Source: an optimization exercise on an open RTL-to-GDS flow (aim: small area, a short achievable clock period and few clock cycles per item). Production flows keep margins and buffers that such runs may drop. Where RTL was checked, it was by simulation tests only, not by an equivalence proof against the original. No activity file was given, so power comes from the tool's default toggle rates.

P:
## complex_mult_pipe
module complex_mult_pipe
#(
  parameter int WL    = 16,
  parameter int ROUND = fft_pkg::ROUND_HALFUP,
  parameter int SAT   = fft_pkg::SAT_CLAMP
) (
  input  logic                 clk,
  input  logic                 rst,
  input  logic                 in_valid,
  output logic                 in_ready,
  input  logic signed [WL-1:0] a_r,
  input  logic signed [WL-1:0] a_i,
  input  logic signed [WL-1:0] b_r,
  input  logic signed [WL-1:0] b_i,
  input  logic                 conj_b,
  output logic                 out_valid,
  input  logic                 out_ready,
  output logic signed [WL-1:0] out_r,
  output logic signed [WL-1:0] out_i,
  output logic                 out_ovf
);
  logic       v1, vm, vt, rdy, nrdy, ins;
  logic [3:0] qv, qv_n;
  logic       v1_n, vm_n, vt_n;
  assign in_ready  = rdy;
  assign out_valid = qv[0];
  assign ins       = vt;
  assign v1_n = ~nrdy ? in_valid : v1;
  assign vm_n = ~nrdy & v1;
  assign vt_n = vm;
  logic [3:0] qv_keep, qv_take;
  logic       rdy_keep, rdy_take;
  always_comb begin
    qv_keep = ins ? {qv[2:0], 1'b1} : qv;
    qv_take = qv[0] ? (ins ? qv : {1'b0, qv[3:1]}) : qv_keep;
  end
  assign rdy_keep = ~v1_n | (({2'b00, qv_keep[0]} + {2'b00, qv_keep[1]} + {2'b00, qv_keep[2]}
                              + {2'b00, qv_keep[3]} + {2'b00, vm_n} + {2'b00, vt_n}) <= 3'd3);
  assign rdy_take = ~v1_n | (({2'b00, qv_take[0]} + {2'b00, qv_take[1]} + {2'b00, qv_take[2]}
                              + {2'b00, qv_take[3]} + {2'b00, vm_n} + {2'b00, vt_n}) <= 3'd3);
  assign qv_n = out_ready ? qv_take : qv_keep;
  always_ff @(posedge clk) begin
    if (rst) begin
      v1  <= 1'b0;
      vm  <= 1'b0;
      vt  <= 1'b0;
      qv  <= 4'd0;
      rdy  <= 1'b1;
      nrdy <= 1'b0;
    end else begin
      v1  <= v1_n;
      vm  <= vm_n;
      vt  <= vt_n;
      qv  <= qv_n;
      rdy  <= out_ready ? rdy_take : rdy_keep;
      nrdy <= out_ready ? ~rdy_take : ~rdy_keep;
    end
  end
  logic [15:0] r_ar, r_ai;
  ...
Size: about 3100 cells after synthesis, roughly 37000 sq um of cells after synthesis.
==> flow/config.mk <==
export PLATFORM = sky130hd
export DESIGN_NAME = complex_mult_pipe
export DESIGN_NICKNAME = complex_mult_pipe
export VERILOG_FILES = /design/flow/design.v
export SDC_FILE = /design/flow/constraint.sdc
export NUM_CORES = 4
export LEC_CHECK = 0
export CAP_MARGIN = 5
export CORE_MARGIN = 2
export CORE_UTILIZATION = 55
export SETUP_SLACK_MARGIN = 4.8
export SLEW_MARGIN = 5
export SYNTH_HIERARCHICAL = 1
export SYNTH_MINIMUM_KEEP_SIZE = 0
==> flow/constraint.sdc <==
create_clock -name core_clock -period 8.0 [get_ports {clk}]
set_input_delay 1.6000 -clock core_clock [delete_from_list [all_inputs] [get_ports {clk}]]
set_output_delay 1.6000 -clock core_clock [all_outputs]
set_load 0.01 [all_outputs]
run.sh (not shown) runs the stock make flow with config.mk's settings and CLKGATE_MAP_FILE= SYNTH_SCRIPT=/design/flow/synth_recipe.tcl, a recipe that flattens the netlist after the stock synthesis.
Testbench counts of P, summed over its fixed seeds: cycles 4,128, items 4,096.
Inputs modified between P and Q:
--- a/flow/design.v
+++ b/flow/design.v
@@ -104,39 +104,40 @@
       qv  <= qv_n;
       rdy  <= out_ready ? rdy_take : rdy_keep;
       nrdy <= out_ready ? ~rdy_take : ~rdy_keep;
     end
   end
   logic [15:0] r_ar, r_ai;
   logic [7:0]  br_one, br_two, br_neg, bi_one, bi_two, bi_nre, bi_nim;
-  logic [7:0]  e_br_one, e_br_two, e_br_neg, e_bi_one, e_bi_two, e_bi_nre;
+  logic [7:0]  e_br_one, e_br_two, e_br_neg, e_bi_one, e_bi_two, e_bi_nre, e_bi_nim;
   logic [16:0] x_br, x_bi;
   assign x_br = {b_r, 1'b0};
   assign x_bi = {b_i, 1'b0};
   always_comb begin
     for (int k = 0; k < 8; k++) begin
       e_br_one[k] = x_br[2*k+1] ^ x_br[2*k];
       e_br_two[k] = (x_br[2*k+2] & ~x_br[2*k+1] & ~x_br[2*k]) | (~x_br[2*k+2] & x_br[2*k+1] & x_br[2*k]);
       e_br_neg[k] = x_br[2*k+2];
       e_bi_one[k] = x_bi[2*k+1] ^ x_bi[2*k];
       e_bi_two[k] = (x_bi[2*k+2] & ~x_bi[2*k+1] & ~x_bi[2*k]) | (~x_bi[2*k+2] & x_bi[2*k+1] & x_bi[2*k]);
       e_bi_nre[k] = x_bi[2*k+2] ^ ~conj_b;
+      e_bi_nim[k] = x_bi[2*k+2] ^ conj_b;
     end
   end
-  assign bi_nim = ~bi_nre;
   always_ff @(posedge clk) begin
     if (~nrdy) begin
       r_ar   <= a_r;
       r_ai   <= a_i;
       br_one <= e_br_one;
       br_two <= e_br_two;
       br_neg <= e_br_neg;
       bi_one <= e_bi_one;
       bi_two <= e_bi_two;
       bi_nre <= e_bi_nre;
+      bi_nim <= e_bi_nim;
     end
   end
   logic pp1;
   assign pp1 = (((br_one[0] & r_ar[0])) ^ br_neg[0]);
   logic pp2;
   assign pp2 = (((br_one[0] & r_ar[1]) | (br_two[0] & r_ar[0])) ^ br_neg[0]);
   logic pp3;
### Flow results
On switching power total: between Q and P, it ends up higher for Q. Q against P; CTS buffer count is up by a few percent. Comparing Q and P, the lower final estimated routing congestion in global placement was measured on P. P → Q: layout filler cell count did not really move, final hold violation count was more or less identical, maximum frequency -0.64%, post-route minimum period went up. Utilization P -> Q: up. P was smaller in final cell area than Q. For P, the critical path endpoint was m_im_15_3, unlike Q, where it was m_im_14_3.
Testbench counts of Q, summed over its fixed seeds: cycles 4,128, items 4,096.

========
oak:
complex_mult_pipe, a different RTL version from the one above (not shown whole).
For scale: about 100 I/O pins, roughly 38000 sq um of cells after synthesis.
Settings: LEC_CHECK=0, CAP_MARGIN=20, CORE_MARGIN=2, CORE_UTILIZATION=55, SETUP_SLACK_MARGIN=4.8, SLEW_MARGIN=20, SYNTH_HIERARCHICAL=1, SYNTH_MINIMUM_KEEP_SIZE=0; clock period 8.0 ns.
Changes in pine relative to oak:
--- a/flow/design.v
+++ b/flow/design.v
@@ -16,27 +16,18 @@
   input  logic a,
   input  logic b,
   input  logic c,
   output logic s,
   output logic co
 );
   assign s  = a ^ b ^ c;
   assign co = (a & b) | (c & (a ^ b));
 endmodule
-module cm_add #(
-  parameter int N = 8
-) (
-  input  logic [N-1:0] a,
-  input  logic [N-1:0] b,
-  output logic [N:0]   s
-);
-  assign s = {1'b0, a} + {1'b0, b};
-endmodule
 module cm_ha (
   input  logic a,
   input  logic b,
   output logic s,
   output logic co
 );
   assign s  = a ^ b;
   assign co = a & b;
 endmodule
@@ -3050,22 +3041,20 @@
   cm_fa u_fs1443 (.a(m_re_29_3), .b(fc1380), .c(fs1381), .s(fs1443), .co(fc1444));
   logic fs1445;
   logic fc1446;
   cm_fa u_fs1445 (.a(m_re_30_2), .b(hs1383), .c(fc1382), .s(fs1445), .co(fc1446));
   logic [32:0] y_re_a, y_re_b;
   logic [15:0] y_re_lo;
   logic [17:0] y_re_hi;
   assign y_re_a = {1'b1, fc1446, fc1444, fc1442, fc1440, fc1438, fc1436, fc1434, fc1432, fc1430, fc1428, fc1426, fc1424, fc1422, fc1420, fc1418, fc1416, fc1414, fc1412, fc1410, fc1408, fc1406, fc1404, fc1402, fc1400, fc1398, fc1396, fc1394, fc1392, fc1390, fc1388, hc1386, hs1385};
   assign y_re_b = {1'b0, hc1384, fs1445, fs1443, fs1441, fs1439, fs1437, fs1435, fs1433, fs1431, fs1429, fs1427, fs1425, fs1423, fs1421, fs1419, fs1417, fs1415, fs1413, fs1411, fs1409, fs1407, fs1405, fs1403, fs1401, fs1399, fs1397, fs1395, fs1393, fs1391, fs1389, fs1387, hs1325};
-  cm_add #(.N(15)) u_lo_re (.a(y_re_a[14:0]), .b(y_re_b[14:0]), .s(y_re_lo));
-  logic [18:0] y_re_hx;
-  cm_add #(.N(18)) u_hi_re (.a(y_re_a[32:15]), .b(y_re_b[32:15]), .s(y_re_hx));
-  assign y_re_hi = y_re_hx[17:0];
+  assign y_re_lo = {1'b0, y_re_a[14:0]} + {1'b0, y_re_b[14:0]};
+  assign y_re_hi = y_re_a[32:15] + y_re_b[32:15];
   logic hs1447;
   logic hc1448;
   cm_ha u_hs1447 (.a(m_im_0_0), .b(m_im_0_1), .s(hs1447), .co(hc1448));
   logic hs1449;
   logic hc1450;
   cm_ha u_hs1449 (.a(m_im_2_0), .b(m_im_2_1), .s(hs1449), .co(hc1450));
   logic fs1451;
   logic fc1452;
   cm_fa u_fs1451 (.a(m_im_3_0), .b(m_im_3_1), .c(m_im_3_2), .s(fs1451), .co(fc1452));
@@ -3242,22 +3231,20 @@
   cm_fa u_fs1565 (.a(m_im_29_3), .b(fc1502), .c(fs1503), .s(fs1565), .co(fc1566));
   logic fs1567;
   logic fc1568;
   cm_fa u_fs1567 (.a(m_im_30_2), .b(hs1505), .c(fc1504), .s(fs1567), .co(fc1568));
   logic [32:0] y_im_a, y_im_b;
   logic [15:0] y_im_lo;
   logic [17:0] y_im_hi;
   assign y_im_a = {1'b1, fc1568, fc1566, fc1564, fc1562, fc1560, fc1558, fc1556, fc1554, fc1552, fc1550, fc1548, fc1546, fc1544, fc1542, fc1540, fc1538, fc1536, fc1534, fc1532, fc1530, fc1528, fc1526, fc1524, fc1522, fc1520, fc1518, fc1516, fc1514, fc1512, fc1510, hc1508, hs1507};
   assign y_im_b = {1'b0, hc1506, fs1567, fs1565, fs1563, fs1561, fs1559, fs1557, fs1555, fs1553, fs1551, fs1549, fs1547, fs1545, fs1543, fs1541, fs1539, fs1537, fs1535, fs1533, fs1531, fs1529, fs1527, fs1525, fs1523, fs1521, fs1519, fs1517, fs1515, fs1513, fs1511, fs1509, hs1447};
-  cm_add #(.N(15)) u_lo_im (.a(y_im_a[14:0]), .b(y_im_b[14:0]), .s(y_im_lo));
-  logic [18:0] y_im_hx;
-  cm_add #(.N(18)) u_hi_im (.a(y_im_a[32:15]), .b(y_im_b[32:15]), .s(y_im_hx));
-  assign y_im_hi = y_im_hx[17:0];
+  assign y_im_lo = {1'b0, y_im_a[14:0]} + {1'b0, y_im_b[14:0]};
+  assign y_im_hi = y_im_a[32:15] + y_im_b[32:15];
   logic [17:0] r_hre, r_him;
   logic        r_cre, r_cim;
   always_ff @(posedge clk) begin
     r_hre <= y_re_hi;
     r_him <= y_im_hi;
     r_cre <= y_re_lo[15];
     r_cim <= y_im_lo[15];
   end
   logic [17:0] t_re, t_im;
[summary]
oak → pine: insertion delay of the later-clocked pin in the worst-skew pair stayed essentially flat, first-pass GRT wire length stayed essentially flat, fraction of final layout cells with drive strength greater than 1 rose by 0.21 points. Diff oak and pine: met1 layer wirelength in the final routing lower in oak. The count of plain and timing-repair buffers in pine sits 13% above the value recorded for oak. Re first-iteration DRC count: oak was lower than pine. | net switching component of the power | pine vs oak | worse |. Comparing oak and pine, the lower growth of design area from synthesis to finish was measured on oak. Compared with oak, in pine leakage dissipation increased by about 2.6% relative to the old numbers, share of power burned in the clock network decreased 0.2 points. ~same number of cells in the finished layout apart from fillers in oak and pine.
Testbench counts of pine, summed over its fixed seeds: cycles 4,128, items 4,096.
Only the layout flow was run in oak; the RTL was not checked for function there.

re-timing with driven ports:
How much do the figures lean on ideal ports? The routed layouts below were timed once more, with nothing changed but the port constraints.
Step 1, drivers: a clkbuf_16 drives clk and a buf_2 each remaining input, both assumed.
Step 2 also shifts input and output timing later by t, the mid clock arrival at the registers, as if the neighbouring blocks saw the same clock.
a / b / c = ideal ports / drivers / drivers and shift; a / b = the first two.
run	t, ns	setup WS [ns]	worst register clock-pin slew, ns
P	0.673	4.798 / 4.798 / 4.480	0.07 / 0.07
Q	0.694	4.778 / 4.778 / 4.278	0.07 / 0.07
oak	0.695	4.823 / 4.821 / 4.477	0.07 / 0.07
pine	0.698	4.783 / 4.783 / 4.260	0.07 / 0.07
After both steps every run listed still meets setup and hold. For pine, which loses most, drivers alone change the setup slack by 0.000 ns; drivers and shift together by -0.523 ns.
